Source: an optimization exercise on an open RTL-to-GDS flow (aim: small area). Production flows keep margins and buffers that such runs may drop. At most, simulation tests tie the RTL to the original design; equivalence was not proved. For run 4, only the layout was checked, not whether the RTL still works. No activity file was given, so power comes from the tool's default toggle rates. No driver is modelled on the clock port, so clocking that relies on it looks cheaper here than on a real chip.

--- design/flow/flow/run.sh ---
#!/bin/bash
# The standard layout (standard.sh, the standard flow's own ORFS run) with two changes to
# how it is built: the port buffers are the smallest buffer instead of the
# one buffer_ports picks, and clock tree synthesis uses its own buffer list and
# clustering and inserts no dummy loads. Every tool's output is in flow.log and
# in ORFS's own logs under orfs/logs.
set -euo pipefail
bash standard.sh \
  BUFFER_PORTS_ARGS="-buffer_cell sky130_fd_sc_hd__buf_1" \
  CTS_ARGS="-sink_clustering_enable -repair_clock_nets -dont_use_dummy_load -buf_list sky130_fd_sc_hd__clkbuf_16 -sink_clustering_size 35 -sink_clustering_max_diameter 90" \
  finish > flow.log 2>&1
--- design/flow/standard.sh ---
#!/bin/bash
# synth_recipe.tcl (not shown) runs the flow's synth.tcl, then flattens the netlist and writes it again
# the make line also repeats each setting of config.mk as NAME=value (left out here)
make -C /OpenROAD-flow-scripts/flow DESIGN_CONFIG=/design/flow/config.mk WORK_HOME=/design/flow/orfs CLKGATE_MAP_FILE= SYNTH_SCRIPT=/design/flow/synth_recipe.tcl "${@:-finish}"
--- design/flow/config.mk ---
export PLATFORM = sky130hd
export DESIGN_NAME = ddr_stat_top
export DESIGN_NICKNAME = ddr_stat_top
export VERILOG_FILES = /design/flow/design.v
export SDC_FILE = /design/flow/constraint.sdc
export NUM_CORES = 4
export LEC_CHECK = 0
export CAP_MARGIN = 20
export CORE_MARGIN = 2
export CORE_UTILIZATION = 40
export SLEW_MARGIN = 20
--- design/flow/constraint.sdc ---
create_clock -name core_clock -period 4.0 [get_ports {clk}]
set_input_delay 0.8000 -clock core_clock [delete_from_list [all_inputs] [get_ports {clk}]]
set_output_delay 0.8000 -clock core_clock [all_outputs]
set_load 0.01 [all_outputs]
--- design/flow/design.v ---
`timescale 1ns/100ps
package stat_bus_pkg;
   typedef struct packed {
      logic                    wr;
      logic                    rd;
      logic [8-1:0] addr;
      logic [32-1:0] wdata;
   } stat_req_t;
   typedef struct packed {
      logic                    ack;
      logic [8-1:0]  intr;
      logic [32-1:0] rdata;
   } stat_ack_t;
   localparam int STAT_REQ_W = 2 + 8 + 32;
   localparam int STAT_ACK_W = 1 + 8 + 32;
endpackage
`timescale 1ns/100ps
package stat_reg_pkg;
   typedef logic [8-1:0] reg_addr_t;
   localparam reg_addr_t REG_ID         = 'h00;
   localparam reg_addr_t REG_SCRATCH    = 'h04;
   localparam reg_addr_t REG_READY      = 'h08;
   localparam reg_addr_t REG_WR_COUNT   = 'h0C;
   localparam reg_addr_t REG_INT_STATUS = 'h10;
   localparam reg_addr_t REG_INT_SET    = 'h14;
   typedef logic [8-1:0]  int_bits_t;
   typedef logic [3-1:0] ready_bits_t;
endpackage
`timescale 1ns/100ps
`timescale 1ns/100ps
`timescale 1ns/100ps
`timescale 1ns/100ps
module ddr_stat_top (
   input  logic                        clk,
   input  logic                        pipe_rst_n,
   input  logic                        sh_ddr_stat_wr,
   input  logic                        sh_ddr_stat_rd,
   input  logic [8-1:0]     sh_ddr_stat_addr,
   input  logic [32-1:0]     sh_ddr_stat_wdata,
   input  stat_reg_pkg::ready_bits_t   sh_cl_ddr_is_ready,
   output logic                        ddr_sh_stat_ack,
   output logic [32-1:0]     ddr_sh_stat_rdata,
   output stat_reg_pkg::int_bits_t     ddr_sh_stat_int
);
   localparam int STAGES = 2 * 8 + 3;    
   localparam int LAST   = STAGES - 1;                   
   localparam int APPLY  = STAGES - 2;                   
   localparam int READY  = 8 + 1;        
   localparam logic [2:0] KIND_NONE = 3'b000;
   localparam logic [2:0] KIND_ACK0 = 3'b001;    
   localparam logic [2:0] KIND_ID   = 3'b010;
   localparam logic [2:0] KIND_BAD  = 3'b011;
   localparam logic [2:0] KIND_RDY  = 3'b100;
   localparam logic [2:0] KIND_SCR  = 3'b101;
   localparam logic [2:0] KIND_CNT  = 3'b110;
   localparam logic [2:0] KIND_INT  = 3'b111;
   logic                    big_q   [LAST];
   logic                    which_q [LAST];
   logic [32-1:0] data_q  [LAST];
   logic [2:0]              code_q;              
   logic [2:0]              rdy_q;               
   logic [32-1:0] scratch_q;
   logic                    scratch_set_q;       
   logic [32-1:0] wr_count_q;
   stat_reg_pkg::int_bits_t int_status_q;
   logic                    is_id, is_scr, is_rdy, is_cnt, is_ist, is_iset;
   logic                    big_in;
   logic [2:0]              kind_in;
   logic [32-1:0] data_in;
   assign is_id   = sh_ddr_stat_addr == stat_reg_pkg::REG_ID;
   assign is_scr  = sh_ddr_stat_addr == stat_reg_pkg::REG_SCRATCH;
   assign is_rdy  = sh_ddr_stat_addr == stat_reg_pkg::REG_READY;
   assign is_cnt  = sh_ddr_stat_addr == stat_reg_pkg::REG_WR_COUNT;
   assign is_ist  = sh_ddr_stat_addr == stat_reg_pkg::REG_INT_STATUS;
   assign is_iset = sh_ddr_stat_addr == stat_reg_pkg::REG_INT_SET;
   always_comb
   begin
      big_in  = sh_ddr_stat_wr && (is_scr || is_cnt);
      kind_in = !sh_ddr_stat_wr && !sh_ddr_stat_rd ? KIND_NONE :
                sh_ddr_stat_wr ? KIND_ACK0 :
                is_scr  ? KIND_SCR :
                is_cnt  ? KIND_CNT :
                is_ist  ? KIND_INT :
                is_id   ? KIND_ID  :
                is_rdy  ? KIND_RDY :
                is_iset ? KIND_ACK0 : KIND_BAD;
      data_in = sh_ddr_stat_wdata;
      if (!big_in)
      begin
         data_in[31:29] = kind_in;
         data_in[13]    = !sh_ddr_stat_wr;
         data_in[9:8]   = {is_ist, is_iset};
      end
   end
   logic [4:0] since_rst_q;
   logic       apply_ok;
   logic       last_ok;
   always_ff @(posedge clk)
   begin
      if (!pipe_rst_n)
         since_rst_q <= '0;
      else if (since_rst_q != 5'(LAST + 1))
         since_rst_q <= since_rst_q + 5'd1;
   end
   assign apply_ok = since_rst_q >= 5'(APPLY + 1);
   assign last_ok  = since_rst_q == 5'(LAST + 1);
   always_ff @(posedge clk)
   begin
      big_q[0]   <= big_in;
      which_q[0] <= is_cnt;
      data_q[0]  <= data_in;
      for (int i = 1; i < LAST; i++)
      begin
         big_q[i]   <= big_q[i-1];
         which_q[i] <= which_q[i-1];
         data_q[i]  <= data_q[i-1];
      end
      if (!big_q[READY-1])
         data_q[READY][12:10] <= sh_cl_ddr_is_ready;
      code_q <= big_q[LAST-1] ? KIND_ACK0 : data_q[LAST-1][31:29];
      rdy_q  <= data_q[LAST-1][12:10];
   end
   logic                    big_a, which_a;
   logic [32-1:0] data_a;
   logic                    w_scr, w_cnt, w_int;
   assign big_a   = big_q[APPLY];
   assign which_a = which_q[APPLY];
   assign data_a  = data_q[APPLY];
   assign w_scr   = apply_ok && big_a && !which_a;
   assign w_cnt   = apply_ok && big_a && which_a;
   assign w_int   = apply_ok && !big_a && data_a[31:29] == KIND_ACK0 && !data_a[13];
   always_ff @(posedge clk)
   begin
      if (w_scr)
         scratch_q <= data_a;
   end
   always_ff @(posedge clk)
   begin
      if (!pipe_rst_n)
      begin
         scratch_set_q <= 1'b0;
         wr_count_q    <= '0;
         int_status_q  <= '0;
      end
      else
      begin
         if (w_scr)
            scratch_set_q <= 1'b1;
         if (w_cnt)
            wr_count_q <= data_a;
         else if (w_scr || w_int)
            wr_count_q <= wr_count_q + 1;
         if (w_int)
            int_status_q <= (int_status_q & ~(data_a[9] ? data_a[7:0] : 8'h00)) |
                            (data_a[8] ? data_a[7:0] : 8'h00);
      end
   end
   logic [2:0] code_l;
   assign code_l = last_ok ? code_q : KIND_NONE;
   always_comb
   begin
      case (code_l)
         KIND_ID:  ddr_sh_stat_rdata = 32'h5d1a_0a01;
         KIND_BAD: ddr_sh_stat_rdata = 32'hdead_da7a;
         KIND_RDY: ddr_sh_stat_rdata = {{(32-3){1'b0}}, rdy_q};
         KIND_SCR: ddr_sh_stat_rdata = scratch_set_q ? scratch_q : '0;
         KIND_CNT: ddr_sh_stat_rdata = wr_count_q;
         KIND_INT: ddr_sh_stat_rdata = {{(32-8){1'b0}}, int_status_q};
         default:  ddr_sh_stat_rdata = '0;
      endcase
   end
   assign ddr_sh_stat_ack = code_l != KIND_NONE;
   assign ddr_sh_stat_int = int_status_q;
endmodule
==> run notes, run 1 <==
largest area contributor in the netlist=dfxtp_1; syn_area_per_cell=approximately 15 µm²; fin crit period=between 3 and 4 ns; final setup fails=0; post-cts sizing count=0; Critical Path RT=between 3 and 4 ns; crit-path max FO=7; Register Area=between 10,000 and 15,000 µm²; antenna-violating nets left=0; Slew @ Worst Pin=1.024 ns; R2R Setup Slk=between 1.5 and 2 ns; Tot Pwr=0.01043 W; placed inst area=between 15,000 and 20,000 µm²; CTS tree=done; outcome=no timing/DRC/antenna violations; post-CTS setup buffers=0; setup TNS=0 ns; FF-to-FF path depth=7; main area contributors after synthesis=dfxtp_1 (79%), edfxtp_1 (5.7%), nand2_1 (1.2%); Pleak=a little under 7 nW; clock sink total=around 700; drt total wl=23.66 mm; vias per inst=4.376; multi-input logic area=2275 µm²; Die Area=about 43,000 µm²; fin nets=1,233; DR iter-0 viols=around 370; Die H=between 200 and 250 µm; flops & latches, synth=about 700; share of layout cells above drive strength 1=around 4.3%; number of flops mapped to enable cells by yosys=32; WS Path Type=reg2out; Crit path arrival time=around 2.8 ns; synthesized netlist net count=~1,100; initial antenna violation count=0; Congestion Overflow GR=0; count of cell types in the netlist=between 50 and 60; core area=roughly 41,000 µm²; Max-Cap Viols=0; htree depth=1; Final Cycle Share=90.85%; vias in the first global route=between 6,000 and 7,000; RSZ-0062 raised after global routing=false; min-delay worst type=reg2reg; Global Route Usage Sum=a little over a tenth; DRC violations left=0; Syn Std Cell Area=16,730 µm²; first-pass GRT wire length=about 37 mm; Die W=around 210 µm; cts bufs inserted=25; CTS hold repair buffers=0; Post-Synthesis Cells=roughly 1,100; I/O Pins=between 80 and 90; CP startpoint kind=register; area grow syn2layout=9.049%; Fmax=between 200 and 300 MHz; Worst-path clk slew=0.11 ns; Seq/Total Area, Yosys=between 80% and 90%; power per cell area=~570 nW/µm²; fin area=approximately 18,000 µm²; ys async rst share=0%; Routed WL per cell=13.81 µm; CTS root buf=clkbuf_16; routability cong.=~0.82; PortBufs=87; slew margin rel.=between 30% and 40%; Hold Path Depth=0; CTS max path bufs=3; FILL cells=3,654; Yosys top cell area share=approximately 79%; skew final=around 0.046 ns; First-pass DRT Iterations=5; hpwl dp=between 15 and 20 mm; largest net degree at the start of global routing=36; worst-skew pair later-pin latency=between 0.5 and 0.6 ns; Synth Flop Type=dfxtp_1; final-report max-slew violation count=0; DR vias=7,496; Max IR drop VDD=0.0003528 V; Ant. Diodes=0; warnings from Yosys=4; Starting Density=between 40% and 50%; std cell rows=74; Crit. End Element=output pin; Final Hold Vio Count=0
layout make-up:
class | instances | share of cell area (%)
tap | 532 | 3.649
clock buffer | 25 | 3.429
sequential | 696 | 78.13
timing repair buffer | 95 | 2.119
multi-input combinational | 355 | 12.47
inverter | 10 | 0.2057
worst paths after layout:
path,end,start
setup / recovery,ddr_sh_stat_rdata[19],since_rst_q[1]$_SDFFE_PN0P_
hold / removal,big_q[2]$_DFF_P_,big_q[1]$_DFF_P_
setup reg to reg,wr_count_q[21]$_SDFFE_PN0P_,since_rst_q[0]$_SDFFE_PN0P_
hold reg to reg,big_q[2]$_DFF_P_,big_q[1]$_DFF_P_
layout by cell type, fill, tap and decap left out, types with 2 or more instances in the layout:
cell type,count
o211ai_1,10
nor4_1,7
nand4_4,2
buf_4,8
dfxtp_1,664
mux2_2,3
nand3_1,24
or3_1,5
mux2i_1,3
buf_1,87
or4_1,7
nor2b_1,9
xnor2_1,3
clkbuf_16,25
o31a_1,2
and3_2,2
nand2_1,54
nor3b_1,2
a21oi_1,22
and4_1,3
o211a_1,3
ha_1,3
edfxtp_1,32
or2_2,3
nand4_1,13
o21ai_0,18
and2_1,5
nor3_1,5
a311oi_1,2
inv_1,10
nand2b_1,4
a22o_1,10
and3_1,3
a221o_1,19
a31oi_1,11
nor2_1,38
xor2_1,13
a22oi_1,21
a211oi_1,6
critical path, cell delays in order (launching register included):
cell and delay (ns):
dfxtp_1 0.42, ha_1 0.28, and4bb_2 0.34, nand2_1 0.20, nor2_1 0.65, a221o_1 0.23
buf_1 0.16
layer usage:
layer | track usage, % | wire length [µm] | vias to the layer above
li1 | - | - | 3853
met1 | 14.27 | 11150 | 3459
met2 | 17.73 | 10720 | 149
met3 | 2.053 | 1312 | 35
met4 | 3.175 | 469 | 0
met5 | 0 | 0 | -
report_power, final:
group / total [W] / switching, W / internal [W] / leakage [nW]
logic: 0.0000860 / 0.0000432 / 0.0000428 / 0.819
registers: 0.00738 / 0.0000996 / 0.00728 / 5.84
clock network: 0.00296 / 0.00183 / 0.00113 / 0.308
total: 0.0104 / 0.00198 / 0.00845 / 6.96
state kept, by name, summed over array words and instances (netlist names):
register	flops
big_q	18
code_q	3
data_q	576
int_status_q	8
rdy_q	3
scratch_q	32
scratch_set_q	1
since_rst_q	5
which_q	18
wr_count_q	32
logic make-up (layout without fill, tap and decap cells):
group | count (synthesis) | in the layout | synth area share, %
mux | 6 | 6 | 0.3814
xor+xnor | 16 | 16 | 0.8377
buf+inv | 41 | 130 | 1.301
simple gates | 194 | 194 | 6.125
flops | 696 | 696 | 85.20
compound gates | 136 | 136 | 5.931
fa+ha+maj | 3 | 3 | 0.2244
metrics by stage:
step	setup slack [ns]	utilization (%)	hold slack [ns]	instances
final	0.3661	44.48	0.2727	1713
after global routing	0.1331	44.48	0.2565	1713
after CTS	0.3147	44.48	0.2549	1713
after detailed placement	0.9649	42.95	0.3121	1688
after global placement	1.028	42.95	0.3096	1688
after floorplan	0.6362	-	0.3096	1092
cell usage after synthesis, types with 3 or more instances:
cell	count
nand4_1	13
a22o_1	10
o211a_1	3
ha_1	3
o21ai_0	19
nor2b_1	9
a31oi_1	11
or4_1	7
nor3b_1	3
buf_2	5
inv_1	10
mux2_2	3
nand3_1	24
a211oi_1	6
and2_1	5
nor4_1	7
mux2i_1	3
clkbuf_1	19
a22oi_1	21
nand2b_1	4
o211ai_1	10
xnor2_1	3
edfxtp_1	32
or3_1	5
a21oi_1	22
nor2_1	39
nand2_1	54
xor2_1	13
nor3_1	6
a221o_1	19
and4_1	3
dfxtp_1	664
or2_2	3
and3_1	3
==> inputs of run 2 (changes only) <==
--- a/design/flow/flow/run.sh
+++ b/design/flow/flow/run.sh
@@ -7,5 +7,5 @@
 set -euo pipefail
 bash standard.sh \
   BUFFER_PORTS_ARGS="-buffer_cell sky130_fd_sc_hd__buf_1" \
-  CTS_ARGS="-sink_clustering_enable -repair_clock_nets -dont_use_dummy_load -buf_list sky130_fd_sc_hd__clkbuf_16 -sink_clustering_size 35 -sink_clustering_max_diameter 90" \
+  CTS_ARGS="-sink_clustering_enable -repair_clock_nets -dont_use_dummy_load -buf_list sky130_fd_sc_hd__clkbuf_4 -sink_clustering_size 10 -sink_clustering_max_diameter 40" \
   finish > flow.log 2>&1
==> run 2 against run 1 <==
  * Die area unchanged
  * Routed wire length increased by 2.3%
  * Critical path depth unchanged
  * Critical endpoint unchanged
  * Largest power group unchanged
==> run notes, run 2 <==
outcome=no timing/DRC/antenna violations (unchanged); power per cell area=568.3 nW/µm² (was 571.7 nW/µm²); DR iter-0 viols=390 (was 374); worst-skew pair later-pin latency=0.73 ns (was 0.58 ns); dpl cells=1,688 (unchanged); initial antenna violation count=2 (was 0); FILL cells=3,705 (was 3,654); drt total wl=24.20 mm (was 23.66 mm); Yosys top cell area share=79.46% (unchanged); clock sink total=696 (unchanged); core area=41,020 µm² (unchanged); Crit path arrival time=2.95 ns (was 2.83 ns); Global Route Usage Sum=11.27% (was 10.71%); Seq/Total Area, Yosys=85.20% (unchanged); Fmax=266.6 MHz (was 275.2 MHz); PortBufs=87 (unchanged); Layout Cells excl Fill=1,778 (was 1,713); CTS max path bufs=3 (unchanged); Hold WS=0.1440 ns (was 0.2727 ns); min-delay worst type=in2reg (was reg2reg); DR vias=7,930 (was 7,496); crit-path max FO=7 (unchanged); largest registers=data_q: 576 flops, scratch_q: 32 flops, wr_count_q: 32 flops (unchanged); most frequent cells in the layout=dfxtp_1 (664), clkbuf_4 (88), buf_1 (87) (was dfxtp_1 (664), buf_1 (87), nand2_1 (54)); Slew @ Worst Pin=1.030 ns (was 1.024 ns); fin crit period=3.752 ns (was 3.634 ns); final setup fails=0 (unchanged); most common cell after layout, fill and taps aside=dfxtp_1 (unchanged); share of layout cells above drive strength 1=9.164% (was 4.318%); Worst Hold Launch=sh_ddr_stat_wdata[6] (was big_q[1]$_DFF_P_); vias per inst=4.460 (was 4.376); number of flops mapped to enable cells by yosys=32 (unchanged); setup TNS=0 ns (unchanged); WS Path Type=reg2out (unchanged); Synth Flop Type=dfxtp_1 (unchanged); std cell rows=74 (unchanged); flops & latches, synth=696 (unchanged); Die H=208.5 µm (unchanged); Post-Synthesis Cells=1,092 (unchanged); max reg flops=576 (unchanged); post-cts sizing count=0 (unchanged); syn_area_per_cell=15.32 µm² (unchanged); simple-gate area share of the yosys netlist=6.125% (unchanged); CTS hold repair buffers=0 (unchanged); Routed WL per cell=13.61 µm (was 13.81 µm); final-report max-slew violation count=0 (unchanged); worst reg2reg endpoint=wr_count_q[26]$_SDFFE_PN0P_ (was wr_count_q[21]$_SDFFE_PN0P_); synthesized netlist net count=1,142 (unchanged); main combinational cell family by area after synthesis=simple AND/OR/NAND/NOR gates (unchanged); CTS tree=done (unchanged); worst hold endpoint=data_q[0][6]$_DFF_P_ (was big_q[2]$_DFF_P_); routability cong.=0.8189 (unchanged); Final Cycle Share=93.79% (was 90.85%); skew final=0.07932 ns (was 0.04637 ns); Max stage delay on crit path=0.65 ns (about the same); Worst-path clk slew=0.10 ns (was 0.11 ns); crit path max-delay cell type=nor2_1 (unchanged); Max IR drop VDD=0.0002740 V (was 0.0003528 V); largest area contributor in the netlist=dfxtp_1 (unchanged); first-pass GRT wire length=38.44 mm (was 37.18 mm); post-CTS setup buffers=0 (unchanged); Synth Area in Adders=0.2244% (unchanged); top-count cell post-synth=dfxtp_1 (unchanged); fin area=18,280 µm² (was 18,240 µm²); R2R Setup Slk=1.58 ns (was 1.57 ns); I/O Pins=88 (unchanged); largest net degree at the start of global routing=31 (was 36); DRC violations left=0 (unchanged); Syn Std Cell Area=16,730 µm² (unchanged); Post-Synth XOR/XNOR Area=0.8376% (unchanged); Max-Cap Viols=0 (unchanged); cts bufs inserted=88 (was 25); warnings from Yosys=4 (unchanged); post-synthesis compound-gate area fraction=5.931% (unchanged); Tot Pwr=0.01039 W (was 0.01043 W); slew margin rel.=31.34% (was 31.73%); fin nets=1,296 (was 1,233); Critical Path RT=3.20 ns (about the same); RSZ-0062 raised after global routing=true (was false); Die Area=43,480 µm² (unchanged); CTS root buf=clkbuf_4 (was clkbuf_16); main area contributors after synthesis=dfxtp_1 (79%), edfxtp_1 (5.7%), nand2_1 (1.2%) (unchanged); htree depth=3 (was 1); mux cell area share after synthesis=0.3814% (unchanged); hpwl dp=15.15 mm (unchanged); Hold Path Depth=1 (was 0); count of cell types in the netlist=59 (unchanged); Critical R2R Launch=since_rst_q[1]$_SDFFE_PN0P_ (was since_rst_q[0]$_SDFFE_PN0P_); placed inst area=17,620 µm² (unchanged); CP startpoint kind=register (unchanged); Final Hold Vio Count=0 (unchanged); area grow syn2layout=9.289% (was 9.049%); Die W=208.5 µm (unchanged); top post-synthesis cells by count=dfxtp_1 (664), nand2_1 (54), nor2_1 (39) (unchanged); ys async rst share=0% (unchanged); Top reg by flops=data_q (unchanged); First-pass DRT Iterations=4 (was 5); antenna-violating nets left=0 (unchanged); Congestion Overflow GR=0 (unchanged); FF-to-FF path depth=6 (was 7); CP Cell Sequence=ha_1 -> and4bb_2 -> nand2_1 -> nor2_1 -> a221o_1 -> buf_1 (unchanged); vias in the first global route=7,562 (was 6,959); Pleak=7.061 nW (was 6.964 nW); Starting Density=40.79% (unchanged); Crit. End Element=output pin (unchanged)
## run 2: how the worst max path moves through the flow
stage	cells after the start	startpoint	end	slack [ns]
finish	6	since_rst_q[1]$_SDFFE_PN0P_	ddr_sh_stat_rdata[19]	0.25
global route	6	since_rst_q[1]$_SDFFE_PN0P_	ddr_sh_stat_rdata[19]	-0.02
CTS	6	since_rst_q[1]$_SDFFE_PN0P_	ddr_sh_stat_rdata[19]	0.14
detailed placement	7	since_rst_q[1]$_SDFFE_PN0P_	ddr_sh_stat_rdata[26]	0.96
global placement	7	since_rst_q[1]$_SDFFE_PN0P_	ddr_sh_stat_rdata[26]	1.03
floorplan	3	since_rst_q[1]$_SDFFE_PN0P_	scratch_q[0]$_DFFE_PP_	0.64
## run 2: logic make-up after synthesis
kind of cell,after synthesis
XOR/XNOR,16
AND/OR/NAND/NOR,194
AO/OA/AOI/OAI,136
flip-flops,696
adder cells (fa/ha/maj),3
multiplexers,6
buffers and inverters,41
## run 2: layout make-up
| class | instances | area (µm²) | share of cell area (%) |
|---|---|---|---|
| clock buffers | 88 | 660.6 | 3.613 |
| well taps | 532 | 665.6 | 3.641 |
| diodes | 2 | 5.005 | 0.02737 |
| repair buffers | 95 | 386.6 | 2.115 |
| inverters | 10 | 37.54 | 0.2053 |
| multi-input cells | 355 | 2275 | 12.44 |
| flip-flops and latches | 696 | 14250 | 77.96 |
## run 2: where the power goes
group	internal, W	switching [W]	total, W
combinational	0.0000428	0.0000430	0.0000858
sequential	0.00728	0.0000992	0.00738
clock	0.00101	0.00192	0.00293
## run 2: critical path: cells and delay by family (launching register included)
family | cells | cell delay [ns]
flip-flops | 1 | 0.41
buffers and inverters | 1 | 0.16
adder cells (fa/ha/maj) | 1 | 0.28
AO/OA/AOI/OAI | 1 | 0.23
AND/OR/NAND/NOR | 3 | 1.19
## run 2: per-layer routing
metal,track usage (%),wire length [µm]
met5,0,0
met1,13.70,10870
met4,5.830,576
met3,3.668,1761
met2,17.90,10990
## run 2: metrics by stage
step | utilization [%] | worst slack (ns)
after floorplan | - | 0.6362
after global placement | 42.95 | 1.028
after detailed placement | 42.95 | 0.9649
after CTS | 44.56 | 0.1357
after global routing | 44.58 | -0.02296
final | 44.58 | 0.2485
==> inputs of run 3 (changes only) <==
--- a/design/flow/flow/run.sh
+++ b/design/flow/flow/run.sh
@@ -7,5 +7,5 @@
 set -euo pipefail
 bash standard.sh \
   BUFFER_PORTS_ARGS="-buffer_cell sky130_fd_sc_hd__buf_1" \
-  CTS_ARGS="-sink_clustering_enable -repair_clock_nets -dont_use_dummy_load -buf_list sky130_fd_sc_hd__clkbuf_4 -sink_clustering_size 10 -sink_clustering_max_diameter 40" \
+  CTS_ARGS="-sink_clustering_enable -repair_clock_nets -dont_use_dummy_load -buf_list sky130_fd_sc_hd__clkbuf_8 -sink_clustering_size 16 -sink_clustering_max_diameter 60" \
   finish > flow.log 2>&1
==> run 3 against run 2 <==
  * Sequential share of layout area decreased by 0.27 points
  * Highest routed layer unchanged
  * First-iteration DRC count increased by 2.1%
  * Clock-buffer cell count fell by 35
  * Critical path type unchanged
  * Sequential power hardly changed
  * Critical endpoint unchanged
  * Global-route usage down 0.14 points
  * Still clean
==> run notes, run 3 <==
area grow syn2layout=9.670% (was 9.289%); Yosys top cell area share=79.46% (unchanged); slew margin rel.=32.39% (was 31.34%); top post-synthesis cells by count=dfxtp_1 (664), nand2_1 (54), nor2_1 (39) (unchanged); Critical Path RT=3.20 ns (about the same); crit path max-delay cell type=nor2_1 (unchanged); DRC violations left=0 (unchanged); htree depth=2 (was 3); worst-skew pair later-pin latency=0.63 ns (was 0.73 ns); Starting Density=40.79% (unchanged); hpwl dp=15.15 mm (unchanged); First-pass DRT Iterations=5 (was 4); drt total wl=24.11 mm (was 24.20 mm); CP Cell Sequence=ha_1 -> and4bb_2 -> nand2_1 -> nor2_1 -> a221o_1 -> buf_1 (unchanged); skew final=0.03613 ns (was 0.07932 ns); vias per inst=4.424 (was 4.460); cts bufs inserted=53 (was 88); most frequent cells in the layout=dfxtp_1 (664), buf_1 (87), nand2_1 (54) (was dfxtp_1 (664), clkbuf_4 (88), buf_1 (87)); clock sink total=696 (unchanged); min-delay worst type=in2reg (unchanged); setup TNS=0 ns (unchanged); CP startpoint kind=register (unchanged); most common cell after layout, fill and taps aside=dfxtp_1 (unchanged); Slew @ Worst Pin=1.014 ns (was 1.030 ns); Worst-path clk slew=0.09 ns (was 0.10 ns); syn_area_per_cell=15.32 µm² (unchanged); Max-Cap Viols=0 (unchanged); Fmax=270.7 MHz (was 266.6 MHz); first-pass GRT wire length=38.04 mm (was 38.44 mm); Die H=208.5 µm (unchanged); post-CTS setup buffers=0 (unchanged); Layout Cells excl Fill=1,741 (was 1,778); worst setup margin=0.3057 ns (was 0.2485 ns); Congestion Overflow GR=0 (unchanged); fin crit period=3.694 ns (was 3.752 ns); synthesized netlist net count=1,142 (unchanged); CTS max path bufs=3 (unchanged); Final Hold Vio Count=0 (unchanged); routability cong.=0.8189 (unchanged); Max stage delay on crit path=0.64 ns (was 0.65 ns); largest area contributor in the netlist=dfxtp_1 (unchanged); crit-path max FO=7 (unchanged); CTS hold repair buffers=0 (unchanged); antenna-violating nets left=0 (unchanged); outcome=no timing/DRC/antenna violations (unchanged); post-cts sizing count=0 (unchanged); CTS root buf=clkbuf_8 (was clkbuf_4); I/O Pins=88 (unchanged); max reg flops=576 (unchanged); worst slack at placement=0.9649 ns (unchanged); share of layout cells above drive strength 1=6.534% (was 9.164%); fin nets=1,261 (was 1,296); initial antenna violation count=0 (was 2); std cell rows=74 (unchanged); Syn Std Cell Area=16,730 µm² (unchanged); Die Area=43,480 µm² (unchanged); Routed WL per cell=13.85 µm (was 13.61 µm); Crit path arrival time=2.89 ns (was 2.95 ns); final setup fails=0 (unchanged); Post-Synthesis Cells=1,092 (unchanged); CTS tree=done (unchanged); Crit. End Element=output pin (unchanged); WS Path Type=reg2out (unchanged); vias in the first global route=7,254 (was 7,562); Final Cycle Share=92.36% (was 93.79%); Top reg by flops=data_q (unchanged); power per cell area=575.5 nW/µm² (was 568.3 nW/µm²); flops & latches, synth=696 (unchanged); RSZ-0062 raised after global routing=false (was true); core area=41,020 µm² (unchanged); final-report max-slew violation count=0 (unchanged); Die W=208.5 µm (unchanged); top-count cell post-synth=dfxtp_1 (unchanged); number of flops mapped to enable cells by yosys=32 (unchanged); warnings from Yosys=4 (unchanged); DR iter-0 viols=398 (was 390); Synth Flop Type=dfxtp_1 (unchanged); Ant. Diodes=0 (was 2); count of cell types in the netlist=59 (unchanged); PortBufs=87 (unchanged); main area contributors after synthesis=dfxtp_1 (79%), edfxtp_1 (5.7%), nand2_1 (1.2%) (unchanged); largest net degree at the start of global routing=31 (unchanged); Global Route Usage Sum=11.12% (was 11.27%); Max IR drop VDD=0.0003348 V (was 0.0002740 V); ys async rst share=0% (unchanged); largest registers=data_q: 576 flops, scratch_q: 32 flops, wr_count_q: 32 flops (unchanged); Seq/Total Area, Yosys=85.20% (unchanged); DR vias=7,702 (was 7,930); Pleak=7.037 nW (was 7.061 nW); dpl cells=1,688 (unchanged)
-- run 3: cell counts after synthesis --
Identical to the previous run, type by type.
-- run 3: report_power, final --
group | total, W | leakage [nW] | switching (W) | internal [W]
Clock | 0.00310 | 0.381 | 0.00191 | 0.00118
Combinational | 0.0000856 | 0.819 | 0.0000428 | 0.0000428
Sequential | 0.00738 | 5.84 | 0.0000996 | 0.00728
-- run 3: through the flow --
| stage | cell area, µm² | util, % | hold slack, ns | total power [W] |
|---|---|---|---|---|
| global placement | 17620 | 42.95 | 0.3096 | 0.007619 |
| floorplan | 16730 | - | 0.3096 | 0.007557 |
| global route | 18350 | 44.73 | 0.1879 | 0.01105 |
| CTS | 18350 | 44.73 | 0.1775 | 0.01077 |
| detailed placement | 17620 | 42.95 | 0.3121 | 0.007631 |
| finish | 18350 | 44.73 | 0.2530 | 0.01056 |
-- run 3: metal layers --
metal | vias to the layer above | global-route usage, % | part of all wire (%)
li1 | 3907 | - | -
met1 | 3560 | 14.02 | 46
met2 | 183 | 17.89 | 45
met3 | 52 | 2.913 | 5.9
met4 | 0 | 5.210 | 3.0
met5 | - | 0 | 0
-- run 3: cell type report --
type | instances | area (µm²)
Clock buffer | 53 | 729.5
Fill cell | 3687 | 22670
Inverter | 10 | 37.54
Multi-Input combinational cell | 355 | 2275
Sequential cell | 696 | 14250
Tap cell | 532 | 665.6
Timing Repair Buffer | 95 | 386.6
-- run 3: path summary, 6_finish.rpt --
check | slack [ns] | cells after the start | to | start
setup / recovery | 0.31 | 6 | ddr_sh_stat_rdata[19] | since_rst_q[1]$_SDFFE_PN0P_
hold / removal | 0.25 | 1 | data_q[0][4]$_DFF_P_ | sh_ddr_stat_wdata[4]
hold reg to reg | 0.29 | 0 | data_q[2][12]$_DFF_P_ | data_q[1][12]$_DFF_P_
setup reg to reg | 1.60 | 7 | wr_count_q[21]$_SDFFE_PN0P_ | since_rst_q[0]$_SDFFE_PN0P_
-- run 3: cells by family (layout without fill, tap and decap cells) --
logic type | Yosys count | in the layout | synth area share (%)
fa+ha+maj | 3 | 3 | 0.2244
mux | 6 | 6 | 0.3814
buf+inv | 41 | 158 | 1.301
flops | 696 | 696 | 85.20
simple gates | 194 | 194 | 6.125
compound gates | 136 | 136 | 5.931
xor+xnor | 16 | 16 | 0.8377
-- run 3: critical path: cells and delay by family, from the launching register on --
kind            cells  cell delay, ns
compound gates      1            0.23
fa+ha+maj           1            0.28
buf+inv             1            0.16
flops               1            0.42
simple gates        3            1.19
==> inputs of run 4 (changes only) <==
--- a/design/flow/design.v
+++ b/design/flow/design.v
@@ -129,6 +129,24 @@
    assign w_scr   = apply_ok && big_a && !which_a;
    assign w_cnt   = apply_ok && big_a && which_a;
    assign w_int   = apply_ok && !big_a && data_a[31:29] == KIND_ACK0 && !data_a[13];
+   logic                    cnt_inc;
+   logic [32:0]   cnt_carry;
+   logic [32-1:0] wr_count_inc;
+   assign cnt_inc = w_scr || w_int;
+   always_comb
+   begin
+      for (int i = 0; i < 32; i++)
+      begin
+         if (i == 0)
+            cnt_carry[i] = cnt_inc;
+         else if (i == 32 / 2)
+            cnt_carry[i] = cnt_inc && &wr_count_q[32/2-1:0];
+         else
+            cnt_carry[i] = cnt_carry[i-1] && wr_count_q[i-1];
+         wr_count_inc[i] = wr_count_q[i] ^ cnt_carry[i];
+      end
+      cnt_carry[32] = 1'b0;
+   end
    always_ff @(posedge clk)
    begin
       if (w_scr)
@@ -148,8 +166,8 @@
             scratch_set_q <= 1'b1;
          if (w_cnt)
             wr_count_q <= data_a;
-         else if (w_scr || w_int)
-            wr_count_q <= wr_count_q + 1;
+         else
+            wr_count_q <= wr_count_inc;
          if (w_int)
             int_status_q <= (int_status_q & ~(data_a[9] ? data_a[7:0] : 8'h00)) |
                             (data_a[8] ? data_a[7:0] : 8'h00);
--- a/design/flow/flow/run.sh
+++ b/design/flow/flow/run.sh
@@ -7,5 +7,5 @@
 set -euo pipefail
 bash standard.sh \
   BUFFER_PORTS_ARGS="-buffer_cell sky130_fd_sc_hd__buf_1" \
-  CTS_ARGS="-sink_clustering_enable -repair_clock_nets -dont_use_dummy_load -buf_list sky130_fd_sc_hd__clkbuf_8 -sink_clustering_size 16 -sink_clustering_max_diameter 60" \
+  CTS_ARGS="-sink_clustering_enable -repair_clock_nets -dont_use_dummy_load -buf_list sky130_fd_sc_hd__clkbuf_16 -sink_clustering_size 30 -sink_clustering_max_diameter 70" \
   finish > flow.log 2>&1
==> run 4 against run 3 <==
  * Largest cell class unchanged
  * Critical path depth up 16
  * Global-route usage decreased by 1.5 points
  * Still clean on timing, DRC and antenna
  * Non-clock buffer count is 11 higher
  * Sequential power decreased by 0.5%
==> run notes, run 4 <==
FILL cells=3,567 (was 3,687); Congestion Overflow GR=0 (unchanged); PortBufs=87 (unchanged); main area contributors after synthesis=dfxtp_1 (80%), edfxtp_1 (5.8%), ha_1 (2.4%) (was dfxtp_1 (79%), edfxtp_1 (5.7%), nand2_1 (1.2%)); RSZ-0062 raised after global routing=true (was false); clock sink total=696 (unchanged); Yosys top cell area share=80.02% (was 79.46%); placed inst area=17,910 µm² (was 17,620 µm²); CTS max path bufs=3 (unchanged); first-pass GRT wire length=33.98 mm (was 38.04 mm); fin nets=1,213 (was 1,261); drt total wl=20.62 mm (was 24.11 mm); routability cong.=0.7740 (was 0.8189); Hold WS=0.2891 ns (was 0.2530 ns); dpl cells=1,633 (was 1,688); Die H=207.8 µm (was 208.5 µm); most common cell after layout, fill and taps aside=dfxtp_1 (unchanged); number of flops mapped to enable cells by yosys=32 (unchanged); CTS tree=done (unchanged); area grow syn2layout=13.34% (was 9.670%); flops & latches, synth=696 (unchanged); Die Area=43,180 µm² (was 43,480 µm²); largest registers=data_q: 576 flops, scratch_q: 32 flops, wr_count_q: 32 flops (unchanged); Post-Synthesis Cells=1,023 (was 1,092); core area=40,920 µm² (was 41,020 µm²); Slew @ Worst Pin=0.9274 ns (was 1.014 ns); post-CTS setup buffers=0 (unchanged); fin crit period=3.901 ns (was 3.694 ns); warnings from Yosys=4 (unchanged); hpwl dp=12.53 mm (was 15.15 mm); CP startpoint kind=register (unchanged); crit path max-delay cell type=o41ai_4 (was nor2_1); largest area contributor in the netlist=dfxtp_1 (unchanged); First-pass DRT Iterations=4 (was 5); Seq/Total Area, Yosys=85.80% (was 85.20%); max reg flops=576 (unchanged); DR iter-0 viols=375 (was 398); setup TNS=0 ns (unchanged); Syn Std Cell Area=16,610 µm² (was 16,730 µm²); Layout Cells excl Fill=1,664 (was 1,741); Critical Path RT=4.45 ns (was 3.20 ns); min-delay worst type=in2reg (unchanged); antenna-violating nets left=0 (unchanged); sum of buffers and inverters on the critical path=1 (unchanged); syn_area_per_cell=16.24 µm² (was 15.32 µm²); CTS root buf=clkbuf_16 (was clkbuf_8); final setup fails=0 (unchanged); share of layout cells above drive strength 1=9.806% (was 6.534%); crit-path max FO=4 (was 7); Final Hold Vio Count=0 (unchanged); Starting Density=40.59% (was 40.79%); Synth Flop Type=dfxtp_1 (unchanged); Max stage delay on crit path=0.40 ns (was 0.64 ns); Ant. Diodes=0 (unchanged); slew margin rel.=38.11% (was 32.39%); DR vias=7,022 (was 7,702); largest net degree at the start of global routing=76 (was 31); Routed WL per cell=12.39 µm (was 13.85 µm); std cell rows=74 (unchanged); most frequent cells in the layout=dfxtp_1 (658), buf_1 (86), nand2_1 (74) (was dfxtp_1 (664), buf_1 (87), nand2_1 (54)); htree depth=1 (was 2); vias in the first global route=6,698 (was 7,254); Crit. End Element=register (was output pin); top post-synthesis cells by count=dfxtp_1 (664), nand2_1 (74), edfxtp_1 (32), ha_1 (32), mux2i_1 (32) (was dfxtp_1 (664), nand2_1 (54), nor2_1 (39)); Global Route Usage Sum=9.607% (was 11.12%); Pleak=7.238 nW (was 7.037 nW); Max-Cap Viols=0 (unchanged); Top reg by flops=data_q (unchanged); Crit path arrival time=4.35 ns (was 2.89 ns); DRC violations left=0 (unchanged); CP Cell Sequence=inv_4 -> ha_4 -> o41ai_4 -> a211oi_4 -> ha_2 -> ha_4 -> ha_4 -> ha_4 -> ha_4 -> ha_4 -> ha_4 -> ha_4 -> ha_4 -> ha_4 -> ha_4 -> ha_4 -> ha_4 -> ha_4 -> ha_4 -> xnor2_1 -> o21ai_1 -> o311a_1 (was ha_1 -> and4bb_2 -> nand2_1 -> nor2_1 -> a221o_1 -> buf_1); ys async rst share=0% (unchanged); count of cell types in the netlist=59 (unchanged); top-count cell post-synth=dfxtp_1 (unchanged); outcome=no timing/DRC/antenna violations (unchanged); CP most frequent cell=ha_4; final-report max-slew violation count=0 (unchanged); skew final=0.05076 ns (was 0.03613 ns); delay-heaviest family, CP=adder cells (was simple AND/OR/NAND/NOR gates); WS Path Type=reg2reg (was reg2out); initial antenna violation count=0 (unchanged); Worst-path clk slew=0.10 ns (was 0.09 ns); power per cell area=566.0 nW/µm² (was 575.5 nW/µm²); fin area=18,830 µm² (was 18,350 µm²); Final Cycle Share=97.52% (was 92.36%); vias per inst=4.220 (was 4.424); synthesized netlist net count=1,102 (was 1,142); worst-skew pair later-pin latency=0.59 ns (was 0.63 ns); I/O Pins=88 (unchanged); CTS hold repair buffers=0 (unchanged); Die W=207.8 µm (was 208.5 µm); cts bufs inserted=31 (was 53); Fmax=256.4 MHz (was 270.7 MHz); Max IR drop VDD=0.0003657 V (was 0.0003348 V)
## run 4: changes by cell type in the layout (fill, tap and decap cells not counted), moves of 20 or more
cell and delta:
a22oi_1 -20, nand2_1 +20, ha_4 +27, nor2_1 -30, clkbuf_16 +31, clkbuf_8 -53
mux2i_1 +29, nand3_1 -20
## run 4: cell type report
type	instances	area, µm²	area share (%)
flip-flops and latches	696	14260	75.76
multi-input cells	291	2600	13.81
clock buffers	31	775.7	4.120
well taps	532	665.6	3.535
repair buffers	106	490.5	2.605
inverters	8	32.53	0.1728
## run 4: what timing repair did
| action | in CTS | in global routing |
|---|---|---|
| gates resized for setup | 6 | 16 |
| endpoints found under the setup margin | 1 | 3 |
| pin swaps | 3 | 0 |
## run 4: logic make-up after synthesis
| kind of cell | synth area share [%] |
|---|---|
| DFF | 85.80 |
| and+or+nand+nor | 4.662 |
| AOI/OAI and AO/OA | 3.751 |
| buffers and inverters | 0.9114 |
| muxes | 2.199 |
| adders and majority gates | 2.410 |
| xor gates and xnor gates | 0.2636 |
## run 4: worst register-to-register path: stages, from the launching register on
cell and delay (ns):
dfxtp_4 0.37, inv_4 0.05, ha_4 0.16, o41ai_4 0.40, a211oi_4 0.09, ha_2 0.21, ha_4 0.16, ha_4 0.15
ha_4 0.15, ha_4 0.15, ha_4 0.15, ha_4 0.15, ha_4 0.15, ha_4 0.16, ha_4 0.16, ha_4 0.15
ha_4 0.15, ha_4 0.16, ha_4 0.15, ha_4 0.15, xnor2_1 0.13, o21ai_1 0.09, o311a_1 0.13
## run 4: metrics by stage
step           utilization, %  worst slack [ns]  total power (W)
2_1_floorplan               -          0.001674         0.007523
3_3_place_gp            43.69           0.07253         0.007571
3_5_place_dp            43.76           0.01661         0.007583
4_1_cts                 45.70          0.005040          0.01086
5_1_grt                 46.01          -0.02396          0.01115
6_report                46.01           0.09928          0.01066
## run 4: worst paths after layout
kind	start	end	slack, ns	cells after the start
min	sh_ddr_stat_wdata[10]	data_q[0][10]$_DFF_P_	0.29	1
min reg2reg	data_q[12][28]$_DFF_P_	data_q[13][28]$_DFF_P_	0.31	0
max	since_rst_q[0]$_SDFFE_PN0P_	wr_count_q[31]$_SDFF_PN0_	0.1	22
max reg2reg	since_rst_q[0]$_SDFFE_PN0P_	wr_count_q[31]$_SDFF_PN0_	0.1	22
## run 4: power by group
group          switching (W)  internal, W
Sequential         0.0000732      0.00726
Clock                0.00186      0.00138
Combinational      0.0000453    0.0000353
Total                0.00198      0.00868
## run 4: routing by layer
metal | part of all wire (%) | track usage (%) | wire length, µm
met1 | 48 | 12.74 | 9809
met2 | 44 | 15.25 | 8987
met3 | 5.7 | 2.088 | 1177
met4 | 3.1 | 4.035 | 644
met5 | 0 | 0 | 0
==> inputs of run 5 (changes only) <==
--- a/design/flow/design.v
+++ b/design/flow/design.v
@@ -129,23 +129,31 @@
    assign w_scr   = apply_ok && big_a && !which_a;
    assign w_cnt   = apply_ok && big_a && which_a;
    assign w_int   = apply_ok && !big_a && data_a[31:29] == KIND_ACK0 && !data_a[13];
+   localparam int SEG  = 8;
+   localparam int NSEG = 32 / SEG;
    logic                    cnt_inc;
-   logic [32:0]   cnt_carry;
+   logic [NSEG-1:0]         seg_ones;            
+   logic [32-1:0] cnt_carry;
    logic [32-1:0] wr_count_inc;
    assign cnt_inc = w_scr || w_int;
+   for (genvar j = 0; j < NSEG; j++)
+   begin : g_seg_ones
+      assign seg_ones[j] = &wr_count_q[j*SEG +: SEG];
+   end
    always_comb
    begin
       for (int i = 0; i < 32; i++)
       begin
-         if (i == 0)
+         if (i % SEG == 0)
+         begin
             cnt_carry[i] = cnt_inc;
-         else if (i == 32 / 2)
-            cnt_carry[i] = cnt_inc && &wr_count_q[32/2-1:0];
+            for (int j = 0; j < i / SEG; j++)
+               cnt_carry[i] = cnt_carry[i] && seg_ones[j];
+         end
          else
             cnt_carry[i] = cnt_carry[i-1] && wr_count_q[i-1];
          wr_count_inc[i] = wr_count_q[i] ^ cnt_carry[i];
       end
-      cnt_carry[32] = 1'b0;
    end
    always_ff @(posedge clk)
    begin
--- a/design/flow/flow/run.sh
+++ b/design/flow/flow/run.sh
@@ -7,5 +7,5 @@
 set -euo pipefail
 bash standard.sh \
   BUFFER_PORTS_ARGS="-buffer_cell sky130_fd_sc_hd__buf_1" \
-  CTS_ARGS="-sink_clustering_enable -repair_clock_nets -dont_use_dummy_load -buf_list sky130_fd_sc_hd__clkbuf_16 -sink_clustering_size 30 -sink_clustering_max_diameter 70" \
+  CTS_ARGS="-sink_clustering_enable -repair_clock_nets -dont_use_dummy_load -buf_list sky130_fd_sc_hd__clkbuf_8 -sink_clustering_size 22 -sink_clustering_max_diameter 50" \
   finish > flow.log 2>&1
==> run 5 against run 4 <==
  * Synthesized area is 0.32% lower
  * Via count is 0.26% lower
  * Highest routed layer unchanged
  * Largest power group unchanged
  * Register-to-register slack improved by 0.67 ns
==> run notes, run 5 <==
min-delay worst type=reg2reg (was in2reg); DR vias=7,004 (was 7,022); simple-gate area share of the yosys netlist=4.708% (was 4.662%); count of cell types in the netlist=55 (was 59); crit path to=ddr_sh_stat_rdata[15] (was wr_count_q[31]$_SDFF_PN0_); hpwl dp=12.58 mm (was 12.53 mm); Crit. End Element=output pin (was register); Critical R2R Launch=big_q[17]$_DFF_P_ (was since_rst_q[0]$_SDFFE_PN0P_); flops & latches, synth=696 (unchanged); Pleak=7.198 nW (was 7.238 nW); crit path max-delay cell type=and4bb_1 (was o41ai_4); First-pass DRT Iterations=5 (was 4); Crit. Startpoint=since_rst_q[1]$_SDFFE_PN0P_ (was since_rst_q[0]$_SDFFE_PN0P_); largest area contributor in the netlist=dfxtp_1 (unchanged); RSZ-0062 raised after global routing=false (was true); dpl cells=1,612 (was 1,633); fin nets=1,207 (was 1,213); largest registers=data_q: 576 flops, scratch_q: 32 flops, wr_count_q: 32 flops (unchanged); CP Cell Sequence=ha_1 -> and4bb_1 -> and2_1 -> buf_4 -> a221o_1 -> buf_1 (was inv_4 -> ha_4 -> o41ai_4 -> a211oi_4 -> ha_2 -> ha_4 -> ha_4 -> ha_4 -> ha_4 -> ha_4 -> ha_4 -> ha_4 -> ha_4 -> ha_4 -> ha_4 -> ha_4 -> ha_4 -> ha_4 -> ha_4 -> xnor2_1 -> o21ai_1 -> o311a_1); mux cell area share after synthesis=2.086% (was 2.199%); Max-Cap Viols=0 (unchanged); Critical Path RT=3.20 ns (was 4.45 ns); routability cong.=0.8380 (was 0.7740); CTS max path bufs=3 (unchanged); Final Util=44.48% (was 46.01%); Slew @ Worst Pin=0.8547 ns (was 0.9274 ns); FF-to-FF path depth=13 (was 22); CTS tree=done (unchanged); Seq/Total Area, Yosys=86.08% (was 85.80%); top-count cell post-synth=dfxtp_1 (unchanged); share of layout cells above drive strength 1=5.940% (was 9.806%); Max IR drop VDD=0.0003296 V (was 0.0003657 V); top post-synthesis cells by count=dfxtp_1 (664), nand2_1 (72), edfxtp_1 (32) (was dfxtp_1 (664), nand2_1 (74), edfxtp_1 (32), ha_1 (32), mux2i_1 (32)); Synth Flop Type=dfxtp_1 (unchanged); syn_area_per_cell=16.36 µm² (was 16.24 µm²); Post-Synth XOR/XNOR Area=0.4232% (was 0.2636%); vias per inst=4.219 (was 4.220); CTS root buf=clkbuf_8 (was clkbuf_16); first-pass GRT wire length=33.40 mm (was 33.98 mm); Final Hold Vio Count=0 (unchanged); most common cell after layout, fill and taps aside=dfxtp_1 (unchanged); CTS hold repair buffers=0 (unchanged); Fmax=274.5 MHz (was 256.4 MHz); ys async rst share=0% (unchanged); max reg flops=576 (unchanged); outcome=no timing/DRC/antenna violations (unchanged); Max stage delay on crit path=0.51 ns (was 0.40 ns); Die H=207.5 µm (was 207.8 µm); post-cts sizing count=0 (was 6); Layout Cells excl Fill=1,660 (was 1,664); post-CTS setup buffers=0 (unchanged); I/O Pins=88 (unchanged); Routed WL per cell=12.61 µm (was 12.39 µm); most frequent cells in the layout=dfxtp_1 (664), buf_1 (86), nand2_1 (72) (was dfxtp_1 (658), buf_1 (86), nand2_1 (74)); number of flops mapped to enable cells by yosys=32 (unchanged); largest net degree at the start of global routing=74 (was 76); Die W=207.5 µm (was 207.8 µm); Synth Area in Adders=2.267% (was 2.410%); warnings from Yosys=4 (unchanged); vias in the first global route=6,673 (was 6,698); slew margin rel.=42.77% (was 38.11%); Ant. Diodes=0 (unchanged); setup TNS=0 ns (unchanged); PortBufs=87 (unchanged); Post-Synthesis Cells=1,012 (was 1,023); antenna-violating nets left=0 (unchanged); drt total wl=20.93 mm (was 20.62 mm); power per cell area=569.1 nW/µm² (was 566.0 nW/µm²); R2R Setup Slk=0.77 ns (was 0.1 ns); skew final=0.05843 ns (was 0.05076 ns); Die Area=43,040 µm² (was 43,180 µm²); DRC violations left=0 (unchanged); core area=40,830 µm² (was 40,920 µm²); final setup fails=0 (unchanged); htree depth=2 (was 1); worst reg2reg endpoint=wr_count_q[31]$_SDFF_PN0_ (unchanged); multi-input logic area=2170 µm² (was 2600 µm²); initial antenna violation count=0 (unchanged); post-synthesis compound-gate area fraction=3.589% (was 3.751%); Global Route Usage Sum=9.694% (was 9.607%); Worst-path clk slew=0.11 ns (was 0.10 ns); main combinational cell family by area after synthesis=simple AND/OR/NAND/NOR gates (unchanged); DR iter-0 viols=448 (was 375); Syn Std Cell Area=16,560 µm² (was 16,610 µm²); clock sink total=696 (unchanged); FILL cells=3,588 (was 3,567); Register Area=14,250 µm² (was 14,260 µm²); final-report max-slew violation count=0 (unchanged); worst-skew pair later-pin latency=0.63 ns (was 0.59 ns); Top reg by flops=data_q (unchanged); Hold WS=0.2575 ns (was 0.2891 ns); synthesized netlist net count=1,089 (was 1,102); CP startpoint kind=register (unchanged); area grow syn2layout=9.672% (was 13.34%); fin crit period=3.643 ns (was 3.901 ns); crit-path max FO=29 (was 4); Starting Density=40.55% (was 40.59%); Final Cycle Share=91.07% (was 97.52%); Congestion Overflow GR=0 (unchanged); Crit path arrival time=2.84 ns (was 4.35 ns); main area contributors after synthesis=dfxtp_1 (80%), edfxtp_1 (5.8%), ha_1 (2.3%) (was dfxtp_1 (80%), edfxtp_1 (5.8%), ha_1 (2.4%)); std cell rows=74 (unchanged); Yosys top cell area share=80.28% (was 80.02%); WS Path Type=reg2out (was reg2reg); cts bufs inserted=47 (was 31)
-- run 5: critical path: cells and delay by family (launching register included) --
kind	cells	cell delay (ns)
fa+ha+maj	1	0.30
simple gates	2	0.70
compound gates	1	0.27
flops	1	0.47
buf+inv	2	0.51
-- run 5: worst min-delay path by stage --
stage | slack (ns) | to | cells past startpoint | startpoint
finish | 0.26 | data_q[13][26]$_DFF_P_ | 0 | data_q[12][26]$_DFF_P_
global route | 0.19 | data_q[0][18]$_DFF_P_ | 1 | sh_ddr_stat_wdata[18]
CTS | 0.18 | data_q[0][22]$_DFF_P_ | 1 | sh_ddr_stat_wdata[22]
detailed placement | 0.31 | big_q[16]$_DFF_P_ | 0 | big_q[15]$_DFF_P_
global placement | 0.31 | data_q[5][28]$_DFF_P_ | 0 | data_q[4][28]$_DFF_P_
floorplan | 0.31 | big_q[10]$_DFF_P_ | 0 | big_q[9]$_DFF_P_
-- run 5: logic make-up after synthesis --
group                      after synthesis
AOI/OAI and AO/OA                       66
xor gates and xnor gates                 8
adders and majority gates               30
buffers and inverters                   30
DFF                                    696
muxes                                   34
and+or+nand+nor                        148
-- run 5: cell type report --
class | count | share of cell area (%)
clock buffers | 47 | 3.562
inverters | 5 | 0.1033
multi-input cells | 286 | 11.95
flip-flops and latches | 696 | 78.49
well taps | 532 | 3.665
repair buffers | 94 | 2.232
-- run 5: power by group --
part | internal (W) | switching, W | total (W)
clock network | 0.00106 | 0.00187 | 0.00293
logic | 0.0000286 | 0.0000398 | 0.0000684
registers | 0.00727 | 0.0000723 | 0.00734
total | 0.00835 | 0.00198 | 0.0103
-- run 5: routing by layer --
metal  global-route usage (%)  up-vias  part of all wire, %  wire length, µm
met5                        0        -                    0                0
met1                    11.84     3169                   45             9367
met2                    15.49      199                   44             9117
li1                         -     3583                    -                -
met4                    5.000        0                  3.8              801
met3                    2.965       53                  7.8             1640
-- run 5: metrics by stage --
stage	setup WS (ns)	cell area (µm²)	power [W]
detailed placement	0.7983	17490	0.007572
global route	0.1800	18160	0.01081
finish	0.3572	18160	0.01034
floorplan	0.06234	16560	0.007515
global placement	0.9262	17490	0.007559
CTS	0.2895	18140	0.01053
==> inputs of run 6 (changes only) <==
--- a/design/flow/flow/run.sh
+++ b/design/flow/flow/run.sh
@@ -7,5 +7,5 @@
 set -euo pipefail
 bash standard.sh \
   BUFFER_PORTS_ARGS="-buffer_cell sky130_fd_sc_hd__buf_1" \
-  CTS_ARGS="-sink_clustering_enable -repair_clock_nets -dont_use_dummy_load -buf_list sky130_fd_sc_hd__clkbuf_8 -sink_clustering_size 22 -sink_clustering_max_diameter 50" \
+  CTS_ARGS="-sink_clustering_enable -repair_clock_nets -dont_use_dummy_load -buf_list sky130_fd_sc_hd__clkbuf_4 -sink_clustering_size 10 -sink_clustering_max_diameter 40" \
   finish > flow.log 2>&1
==> run 6 against run 5 <==
  * Sequential power about the same
  * Critical path depth did not move
  * Die area stayed put
  * Clock-buffer cell count grew 41
  * Register-to-register slack better by 0.03 ns
  * Synthesized area stayed put
  * Global-route usage rose by 0.19 points
  * Synthesized cell count did not move
==> run notes, run 6 <==
antenna-violating nets left=0 (unchanged); Yosys top cell area share=80.28% (unchanged); skew final=0.06260 ns (was 0.05843 ns); Seq/Total Area, Yosys=86.08% (unchanged); share of layout cells above drive strength 1=9.239% (was 5.940%); Crit path arrival time=2.97 ns (was 2.84 ns); Crit. End Element=output pin (unchanged); synthesized netlist net count=1,089 (unchanged); Synth Flop Type=dfxtp_1 (unchanged); main area contributors after synthesis=dfxtp_1 (80%), edfxtp_1 (5.8%), ha_1 (2.3%) (unchanged); min-delay worst type=in2reg (was reg2reg); initial antenna violation count=1 (was 0); drt total wl=21.02 mm (was 20.93 mm); CTS tree=done (unchanged); Die W=207.5 µm (unchanged); worst-skew pair later-pin latency=0.71 ns (was 0.63 ns); Routed WL per cell=12.34 µm (was 12.61 µm); first-pass GRT wire length=34.04 mm (was 33.40 mm); count of cell types in the netlist=55 (unchanged); Slew @ Worst Pin=0.8300 ns (was 0.8547 ns); Max stage delay on crit path=0.52 ns (was 0.51 ns); Congestion Overflow GR=0 (unchanged); htree depth=3 (was 2); PortBufs=87 (unchanged); Top reg by flops=data_q (unchanged); outcome=no timing/DRC/antenna violations (unchanged); Worst-path clk slew=0.09 ns (was 0.11 ns); CP Cell Sequence=ha_1 -> and4bb_1 -> and2_1 -> buf_4 -> a221o_1 -> buf_1 (unchanged); WS Path Type=reg2out (unchanged); RSZ-0062 raised after global routing=false (unchanged); area grow syn2layout=9.785% (was 9.672%); CTS root buf=clkbuf_4 (was clkbuf_8); final-report max-slew violation count=0 (unchanged); largest net degree at the start of global routing=74 (unchanged); Final Hold Vio Count=0 (unchanged); cts bufs inserted=88 (was 47); CTS max path bufs=3 (unchanged); setup TNS=0 ns (unchanged); largest registers=data_q: 576 flops, scratch_q: 32 flops, wr_count_q: 32 flops (unchanged); post-cts sizing count=0 (unchanged); routability cong.=0.8380 (unchanged); top-count cell post-synth=dfxtp_1 (unchanged); crit path max-delay cell type=and4bb_1 (unchanged); std cell rows=74 (unchanged); Pleak=7.265 nW (was 7.198 nW); most frequent cells in the layout=dfxtp_1 (664), clkbuf_4 (88), buf_1 (86) (was dfxtp_1 (664), buf_1 (86), nand2_1 (72)); CTS hold repair buffers=0 (unchanged); Die H=207.5 µm (unchanged); DR vias=7,248 (was 7,004); syn_area_per_cell=16.36 µm² (unchanged); power per cell area=566.9 nW/µm² (was 569.1 nW/µm²); Fmax=265.4 MHz (was 274.5 MHz); DR iter-0 viols=404 (was 448); crit-path max FO=29 (unchanged); fin nets=1,248 (was 1,207); Max IR drop VDD=0.0002407 V (was 0.0003296 V); slew margin rel.=44.42% (was 42.77%); Post-Synthesis Cells=1,012 (unchanged); R2R Setup Slk=0.80 ns (was 0.77 ns); clock sink total=696 (unchanged); Global Route Usage Sum=9.888% (was 9.694%); First-pass DRT Iterations=6 (was 5); Die Area=43,040 µm² (unchanged); post-CTS setup buffers=0 (unchanged); DRC violations left=0 (unchanged); top post-synthesis cells by count=dfxtp_1 (664), nand2_1 (72), edfxtp_1 (32) (unchanged); worst setup margin=0.2319 ns (was 0.3572 ns); vias in the first global route=7,121 (was 6,673); Max-Cap Viols=0 (unchanged); core area=40,830 µm² (unchanged); Final Cycle Share=94.20% (was 91.07%); ys async rst share=0% (unchanged); max reg flops=576 (unchanged); hpwl dp=12.58 mm (unchanged); largest area contributor in the netlist=dfxtp_1 (unchanged); CP startpoint kind=register (unchanged); number of flops mapped to enable cells by yosys=32 (unchanged); Final Util=44.52% (was 44.48%); final setup fails=0 (unchanged); Critical Path RT=3.20 ns (about the same); warnings from Yosys=4 (unchanged); most common cell after layout, fill and taps aside=dfxtp_1 (unchanged); Syn Std Cell Area=16,560 µm² (unchanged); vias per inst=4.256 (was 4.219); I/O Pins=88 (unchanged); fin crit period=3.768 ns (was 3.643 ns); worst slack at placement=0.7983 ns (unchanged); flops & latches, synth=696 (unchanged); Starting Density=40.55% (unchanged)
-- run 6: cell counts after synthesis --
No cell type changed its count.
-- run 6: critical path: cells and delay by family, from the launching register on --
kind	cells	cell delay [ns]
AO/OA/AOI/OAI	1	0.27
flip-flops	1	0.47
adder cells (fa/ha/maj)	1	0.30
AND/OR/NAND/NOR	2	0.71
buffers and inverters	2	0.51
-- run 6: layout make-up --
type | instances | area [µm²]
well taps | 532 | 665.6
diodes | 2 | 5.005
multi-input cells | 286 | 2170
inverters | 5 | 18.77
flip-flops and latches | 696 | 14250
repair buffers | 94 | 405.4
fillers | 3632 | 22650
clock buffers | 88 | 660.6
-- run 6: layer usage --
metal  up-vias  part of all wire (%)  track usage [%]
li1       3703                     -                -
met5         -                     0                0
met1      3291                    43            11.60
met2       213                    45            15.64
met4         0                   2.9            5.887
met3        41                   8.5            3.495
-- run 6: metrics by stage --
| step | total power (W) | instance area (µm²) | cells | hold slack [ns] |
|---|---|---|---|---|
| after floorplan | 0.007515 | 16560 | 1012 | 0.3096 |
| after global placement | 0.007559 | 17490 | 1612 | 0.3098 |
| after detailed placement | 0.007572 | 17490 | 1612 | 0.3121 |
| after CTS | 0.01054 | 18150 | 1700 | 0.03576 |
| after global routing | 0.01084 | 18180 | 1703 | 0.04447 |
| final | 0.01031 | 18180 | 1703 | 0.1684 |
-- run 6: cell families after synthesis --
logic type / share of synthesized area [%]
multiplexers: 2.086
adder cells (fa/ha/maj): 2.267
XOR/XNOR: 0.4232
buffers and inverters: 0.8463
AND/OR/NAND/NOR: 4.708
AO/OA/AOI/OAI: 3.589
flip-flops: 86.08
-- run 6: power by group --
group          switching [W]  internal (W)
logic              0.0000395     0.0000286
registers          0.0000722       0.00726
clock network        0.00189       0.00101
-- run 6: worst paths after layout --
kind,start,endpoint,cells after the start
max,since_rst_q[1]$_SDFFE_PN0P_,ddr_sh_stat_rdata[31],6
min,sh_ddr_stat_wdata[5],data_q[0][5]$_DFF_P_,1
max reg2reg,big_q[17]$_DFF_P_,wr_count_q[31]$_SDFF_PN0_,13
min reg2reg,data_q[15][0]$_DFF_P_,data_q[16][0]$_DFF_P_,0
==> inputs of run 7 (changes only) <==
--- a/design/flow/config.mk
+++ b/design/flow/config.mk
@@ -7,5 +7,6 @@
 export LEC_CHECK = 0
 export CAP_MARGIN = 20
 export CORE_MARGIN = 2
-export CORE_UTILIZATION = 40
+export CORE_UTILIZATION = 65
+export PLACE_DENSITY = 0.8
 export SLEW_MARGIN = 20
==> run 7 against run 6 <==
  * Die area decreased by 38%
  * Setup slack better by 0.065 ns
  * Routed wire length is 4.5% lower
  * Sequential power about the same
  * Final area decreased by 1.9%
  * Largest power group unchanged
  * Maximum frequency rose by 1.7%
  * Still clean on timing, DRC and antenna
  * Critical endpoint is now ddr_sh_stat_rdata[10]
  * Via count increased by 0.75%
  * Largest cell class unchanged
  * Non-clock buffer count fell by 1
  * Clock power down 6%
  * Clock skew down 0.015 ns
==> run notes, run 7 <==
CTS hold repair buffers=0 (unchanged); crit-path max FO=20 (was 29); synthesized netlist net count=1,089 (unchanged); R2R Setup Slk=0.91 ns (was 0.80 ns); DR vias=7,302 (was 7,248); RSZ-0062 raised after global routing=false (unchanged); Post-Synth XOR/XNOR Area=0.4232% (unchanged); Max-Cap Viols=0 (unchanged); CTS max path bufs=3 (unchanged); DRC violations left=0 (unchanged); most frequent cells in the layout=dfxtp_1 (664), buf_1 (86), clkbuf_4 (81) (was dfxtp_1 (664), clkbuf_4 (88), buf_1 (86)); post-CTS setup buffers=0 (unchanged); worst-skew pair later-pin latency=0.66 ns (was 0.71 ns); power per cell area=568.7 nW/µm² (was 566.9 nW/µm²); syn_area_per_cell=16.36 µm² (unchanged); core area=25,110 µm² (was 40,830 µm²); Pleak=7.221 nW (was 7.265 nW); Max IR drop VDD=0.0003701 V (was 0.0002407 V); vias per inst=4.894 (was 4.256); Hold Path Depth=1 (unchanged); simple-gate area share of the yosys netlist=4.708% (unchanged); Routed WL per cell=13.46 µm (was 12.34 µm); Crit. End Element=output pin (unchanged); I/O Pins=88 (unchanged); std cell rows=58 (was 74); worst hold endpoint=data_q[0][11]$_DFF_P_ (was data_q[0][5]$_DFF_P_); First-pass DRT Iterations=5 (was 6); Die W=163.6 µm (was 207.5 µm); main area contributors after synthesis=dfxtp_1 (80%), edfxtp_1 (5.8%), ha_1 (2.3%) (unchanged); flops & latches, synth=696 (unchanged); ys async rst share=0% (unchanged); Die H=163.6 µm (was 207.5 µm); post-synthesis compound-gate area fraction=3.589% (unchanged); outcome=no timing/DRC/antenna violations (unchanged); largest area contributor in the netlist=dfxtp_1 (unchanged); top post-synthesis cells by count=dfxtp_1 (664), nand2_1 (72), edfxtp_1 (32) (unchanged); Critical Path RT=3.20 ns (about the same); Hold WS=0.2213 ns (was 0.1684 ns); min-delay worst type=in2reg (unchanged); final setup fails=0 (unchanged); Crit path arrival time=2.90 ns (was 2.97 ns); vias in the first global route=7,143 (was 7,121); CP Cell Sequence=ha_1 -> and4bb_1 -> and3_2 -> a22o_1 -> buf_1 (was ha_1 -> and4bb_1 -> and2_1 -> buf_4 -> a221o_1 -> buf_1); routability cong.=0.8430 (was 0.8380); slew margin rel.=27.95% (was 44.42%); max reg flops=576 (unchanged); Final Cycle Share=92.59% (was 94.20%); Max stage delay on crit path=0.57 ns (was 0.52 ns); top-count cell post-synth=dfxtp_1 (unchanged); area grow syn2layout=7.738% (was 9.785%); hpwl dp=12.97 mm (was 12.58 mm); PortBufs=87 (unchanged); Slew @ Worst Pin=1.078 ns (was 0.8300 ns); Syn Std Cell Area=16,560 µm² (unchanged); clock sink total=696 (unchanged); post-cts sizing count=1 (was 0); Synth Flop Type=dfxtp_1 (unchanged); CTS tree=done (unchanged); sum of buffers and inverters on the critical path=1 (was 2); CP startpoint kind=register (unchanged); htree depth=3 (unchanged); WS Path Type=reg2out (unchanged); fin nets=1,240 (was 1,248); fin crit period=3.704 ns (was 3.768 ns); Critical R2R Launch=since_rst_q[1]$_SDFFE_PN0P_ (was big_q[17]$_DFF_P_); main combinational cell family by area after synthesis=simple AND/OR/NAND/NOR gates (unchanged); Top reg by flops=data_q (unchanged); final-report max-slew violation count=0 (unchanged); Synth Area in Adders=2.267% (unchanged); Worst Hold Launch=sh_ddr_stat_wdata[11] (was sh_ddr_stat_wdata[5]); Yosys top cell area share=80.28% (unchanged)
-- run 7: changes by cell type in the layout (fill, tap and decap cells not counted) --
cell | before | now
and3_1 | 6 | 5
and3_2 | 0 | 1
buf_12 | 2 | 0
buf_4 | 5 | 6
clkbuf_4 | 88 | 81
diode_2 | 2 | 1
-- run 7: how the worst max path moves through the flow --
stage / cells after the start / to / start / slack, ns
after floorplan: 5 / scratch_q[0]$_DFFE_PP_ / since_rst_q[1]$_SDFFE_PN0P_ / 0.06
after global placement: 5 / ddr_sh_stat_rdata[31] / since_rst_q[1]$_SDFFE_PN0P_ / 0.78
after detailed placement: 5 / ddr_sh_stat_rdata[31] / since_rst_q[1]$_SDFFE_PN0P_ / 0.73
after CTS: 5 / ddr_sh_stat_rdata[10] / since_rst_q[1]$_SDFFE_PN0P_ / 0.19
after global routing: 5 / ddr_sh_stat_rdata[10] / since_rst_q[1]$_SDFFE_PN0P_ / 0.08
final: 5 / ddr_sh_stat_rdata[10] / since_rst_q[1]$_SDFFE_PN0P_ / 0.30
-- run 7: power breakdown --
part | total [W] | switching (W) | internal [W] | leakage (nW)
clock | 0.00274 | 0.00180 | 0.000938 | 0.373
sequential | 0.00734 | 0.0000763 | 0.00726 | 5.84
combinational | 0.0000674 | 0.0000388 | 0.0000286 | 1.01
-- run 7: cell families (layout without fill, tap and decap cells) --
group                      count (synthesis)  in the layout
xor gates and xnor gates                   8              8
buffers and inverters                     30            179
adders and majority gates                 30             30
AOI/OAI and AO/OA                         66             66
DFF                                      696            696
and+or+nand+nor                          148            148
other                                      0              1
muxes                                     34             34
-- run 7: final cells by class --
class / count / area [µm²] / share of cell area [%]
repair buffers: 93 / 372.9 / 2.090
clock buffers: 81 / 608.1 / 3.409
multi-input cells: 286 / 2171 / 12.17
flip-flops and latches: 696 / 14250 / 79.90
diodes: 1 / 2.502 / 0.01403
inverters: 5 / 18.77 / 0.1052
well taps: 330 / 412.9 / 2.314
-- run 7: per-stage QoR --
stage	setup slack [ns]	total power [W]	cell area [µm²]	util, %	instances
6_report	0.2964	0.01014	17840	71.05	1492
5_1_grt	0.07869	0.01064	17840	71.05	1492
4_1_cts	0.1927	0.01031	17840	71.04	1491
3_5_place_dp	0.7265	0.007577	17230	68.61	1410
3_3_place_gp	0.7803	0.007555	17230	68.61	1410
2_1_floorplan	0.06234	0.007515	16560	-	1012
-- run 7: per-layer routing --
| layer | up-vias | wire length, µm | global-route usage [%] |
|---|---|---|---|
| met5 | - | 0 | 0 |
| met3 | 43 | 1190 | 4.063 |
| met1 | 3350 | 8566 | 18.24 |
| li1 | 3687 | - | - |
| met2 | 222 | 9837 | 26.85 |
| met4 | 0 | 483 | 7.974 |

Re-timed with assumed drivers on the ports (clkbuf_16 on the clock, buf_2 on other inputs), run 7 has 0.256 ns of setup slack against 0.296 ns with ideal ports, and 0.906 ns once port delays also move by the mid clock arrival of 0.677 ns.
